Context: an optimization exercise on an open-source flow, tuned for a short achievable clock period and few clock cycles per item. The choices shown serve that exercise and are no tape-out recipe.
At most, simulation tests tie the RTL to the original design; equivalence was not proved.
No activity file was given, so power comes from the tool's default toggle rates.

// tcp_engine
module tcp_engine (
     input                          clk
    ,input                          rst
    ,input                          rx_hdr_val
    ,input  logic [49:0]            rx_hdr       
    ,output logic                   rx_hdr_rdy
    ,input                          tail_wr_val
    ,input  logic [1:0]             tail_wr_flowid
    ,input  logic [31:0]            tail_wr_ptr
    ,output logic                   tx_pkt_val
    ,output logic [83:0]            tx_pkt       
    ,input                          tx_pkt_rdy
);
    localparam int NF = tcp_pkg::NUM_FLOWS;
    logic                   rst_q;
    always_ff @(posedge clk) begin
        rst_q <= rst;
    end
    tcp_pkg::rx_hdr_t       rx_hdr_s;
    tcp_pkg::send_pkt_t     tx_pkt_s;
    assign rx_hdr_s = rx_hdr;
    assign tx_pkt   = tx_pkt_s;
    logic [NF-1:0][31:0]    exp_seq;
    logic [NF-1:0][31:0]    head_seq;
    logic [NF-1:0][6:0]     seg_len;
  ...
==> module tcp_rx, before the edit <==
module tcp_rx #(
     parameter int DEPTH = 4
) (
     input                          clk
    ,input                          rst
    ,input                          rst_q
    ,input                          rx_hdr_val
    ,input  tcp_pkg::rx_hdr_t       rx_hdr
    ,output logic                   rx_hdr_rdy
    ,input  logic [tcp_pkg::NUM_FLOWS-1:0][31:0] head_seq
    ,output logic [tcp_pkg::NUM_FLOWS-1:0][31:0] exp_seq
    ,output logic                   ack_val
    ,output tcp_pkg::send_pkt_t     ack_pkt
    ,input                          ack_rdy
);
    localparam int PW = $clog2(DEPTH);
    logic               rdy_q;
    logic [PW:0]        occ_q;       
    logic [PW:0]        occ_d;
    logic               hdr_xfer;
    logic               h1_val;
    tcp_pkg::rx_hdr_t   h1;
    logic [16:0]        h1_lo;       
    logic               h1_in_order;
    tcp_pkg::seq_t      sum;
    tcp_pkg::flow_mask_t eq_exp;
    logic               eq_sum;
    logic               fwd;
    logic               in_order_d;
    tcp_pkg::seq_t      cur_exp;
    tcp_pkg::flowid_t   fifo_flowid [DEPTH];
    tcp_pkg::seq_t      fifo_seq    [DEPTH];
    tcp_pkg::seq_t      fifo_ack    [DEPTH];
    logic [PW-1:0]      wr_q;
    logic [PW-1:0]      rd_q;
    logic [PW:0]        cnt_q;
    logic               ack_pop;
    assign rx_hdr_rdy = rdy_q;
    assign hdr_xfer   = rx_hdr_val & rdy_q;
    assign ack_pop    = ack_val & ack_rdy;
    assign occ_d      = occ_q + (PW+1)'(hdr_xfer) - (PW+1)'(ack_pop);
    always_ff @(posedge clk) begin
        if (rst) begin
            occ_q  <= '0;
            rdy_q  <= 1'b1;
            h1_val <= 1'b0;
        end else begin
            occ_q  <= occ_d;
            rdy_q  <= occ_d < (PW+1)'(DEPTH);
            h1_val <= hdr_xfer;
        end
    end
    assign sum = {h1.seq[31:16] + 16'(h1_lo[16]), h1_lo[15:0]};
    always_comb begin
        for (int i = 0; i < tcp_pkg::NUM_FLOWS; i++) begin
            eq_exp[i] = rx_hdr.seq == exp_seq[i];
        end
    end
    assign eq_sum = rx_hdr.seq == sum;
    assign fwd    = h1_val && h1_in_order && h1.flowid == rx_hdr.flowid;
    always_comb begin
        if (rst_q) begin
            in_order_d = rx_hdr.seq == '0;
        end else if (fwd) begin
            in_order_d = eq_sum;
        end else begin
            in_order_d = eq_exp[rx_hdr.flowid];
        end
    end
    always_ff @(posedge clk) begin
        h1          <= rx_hdr;
        h1_lo       <= {1'b0, rx_hdr.seq[15:0]} + {1'b0, rx_hdr.len};
        h1_in_order <= in_order_d;
    end
    assign cur_exp = exp_seq[h1.flowid];
    always_ff @(posedge clk) begin
        if (rst_q) begin
            exp_seq <= '0;
        end else begin
            for (int i = 0; i < tcp_pkg::NUM_FLOWS; i++) begin
                if (h1_val && h1_in_order && h1.flowid == tcp_pkg::flowid_t'(i)) begin
                    exp_seq[i] <= sum;
                end
            end
        end
    end
    always_ff @(posedge clk) begin
        if (rst || rst_q) begin
            ack_val <= 1'b0;
        end else begin
            ack_val <= (cnt_q + (PW+1)'(h1_val) - (PW+1)'(ack_pop)) != '0;
        end
    end
    always_ff @(posedge clk) begin
        if (rst_q) begin
            wr_q    <= '0;
            rd_q    <= '0;
            cnt_q   <= '0;
        end else begin
            if (h1_val) begin
                wr_q <= wr_q + 1'b1;
            end
            if (ack_pop) begin
                rd_q <= rd_q + 1'b1;
            end
            cnt_q   <= cnt_q + (PW+1)'(h1_val) - (PW+1)'(ack_pop);
        end
    end
    always_ff @(posedge clk) begin
        for (int i = 0; i < DEPTH; i++) begin
            if (h1_val && wr_q == PW'(i)) begin
                fifo_flowid[i] <= h1.flowid;
                fifo_seq[i]    <= head_seq[h1.flowid];
                fifo_ack[i]    <= h1_in_order ? sum : cur_exp;
            end
        end
    end
    assign ack_pkt.flowid         = fifo_flowid[rd_q];
    assign ack_pkt.hdr.seq        = fifo_seq[rd_q];
    assign ack_pkt.hdr.ack        = fifo_ack[rd_q];
    assign ack_pkt.hdr.flags.ack  = 1'b1;
    assign ack_pkt.hdr.flags.data = 1'b0;
    assign ack_pkt.len            = '0;
endmodule
export LEC_CHECK = 0
export ABC_CLOCK_PERIOD_IN_PS = 2500
export CAP_MARGIN = 20
export CORE_MARGIN = 2
export CORE_UTILIZATION = 40
export SLEW_MARGIN = 20
create_clock -name core_clock -period 8.5 [get_ports {clk}]
standard.sh (not shown) runs the stock make flow with config.mk's settings and CLKGATE_MAP_FILE= SYNTH_SCRIPT=/design/flow/synth_recipe.tcl, a recipe that flattens the netlist after the stock synthesis.
==> flow/flow/run.sh <==
#!/bin/bash
# Standard ORFS layout (the standard.sh), with timing repair aimed
# below the clock period. ORFS writes each step's log under orfs/logs.
bash standard.sh SETUP_SLACK_MARGIN=5.7 finish > standard.log 2>&1
Rerun with:
--- a/flow/design.v
+++ b/flow/design.v
@@ -33,11 +33,12 @@
         TX_SEND
     } tx_state_e;
 endpackage
 `timescale 1ns/1ps
 module tcp_rx #(
-     parameter int DEPTH = 4
+     parameter int PW    = 2             
+    ,parameter int DEPTH = 1 << PW
 ) (
      input                          clk
     ,input                          rst
     ,input                          rst_q
     ,input                          rx_hdr_val
@@ -47,11 +48,10 @@
     ,output logic [tcp_pkg::NUM_FLOWS-1:0][31:0] exp_seq
     ,output logic                   ack_val
     ,output tcp_pkg::send_pkt_t     ack_pkt
     ,input                          ack_rdy
 );
-    localparam int PW = $clog2(DEPTH);
     logic               rdy_q;
     logic [PW:0]        occ_q;       
     logic [PW:0]        occ_d;
     logic               hdr_xfer;
     logic               h1_val;
The new run passed the timing, DRC and antenna checks; via count stays the same; clock power barely changes; maximum frequency does not change; global-route usage stays the same; setup slack is unchanged; cell count does not change; design area stays the same; total power does not change; core utilization stays the same; hold slack stays the same; flip-flop and latch count stays the same; synthesized area does not change; first-iteration DRC count is unchanged; count of clock-buffer cells in the layout is unchanged.
Testbench counts after the change, summed over its fixed seeds: cycles 2,067, packets 1,793.
Only the layout flow was run in the first run of this note; the RTL was not checked for function there.

what the ideal ports hide:
Ports are ideal in the flow. The routed layouts listed here were re-timed in OpenROAD.
Step 1 (the two cells are an assumption about what drives the block):
set clk [get_ports {clk}]
set_driving_cell -lib_cell sky130_fd_sc_hd__clkbuf_16 $clk
set_driving_cell -lib_cell sky130_fd_sc_hd__buf_2 [delete_from_list [all_inputs] $clk]
Step 2 times the ports against the registers' clock, not the clock port: input delays grow and output delays shrink by t, the midpoint of the rising clock arrivals with the driver on.
a / b / c = no drivers / after step 1 / after step 2; a / b = the first two.
| run | t (ns) | slack for setup (ns) | slew at the worst register clock pin (ns) | cell pins on the clock port's net |
|---|---|---|---|---|
| the first run | 0.796 | 5.321 / 5.249 / 4.668 | 0.07 / 0.07 | 1 |
| the second run | 0.796 | 5.321 / 5.249 / 4.668 | 0.07 / 0.07 | 1 |
After both steps every run listed still meets setup and hold.
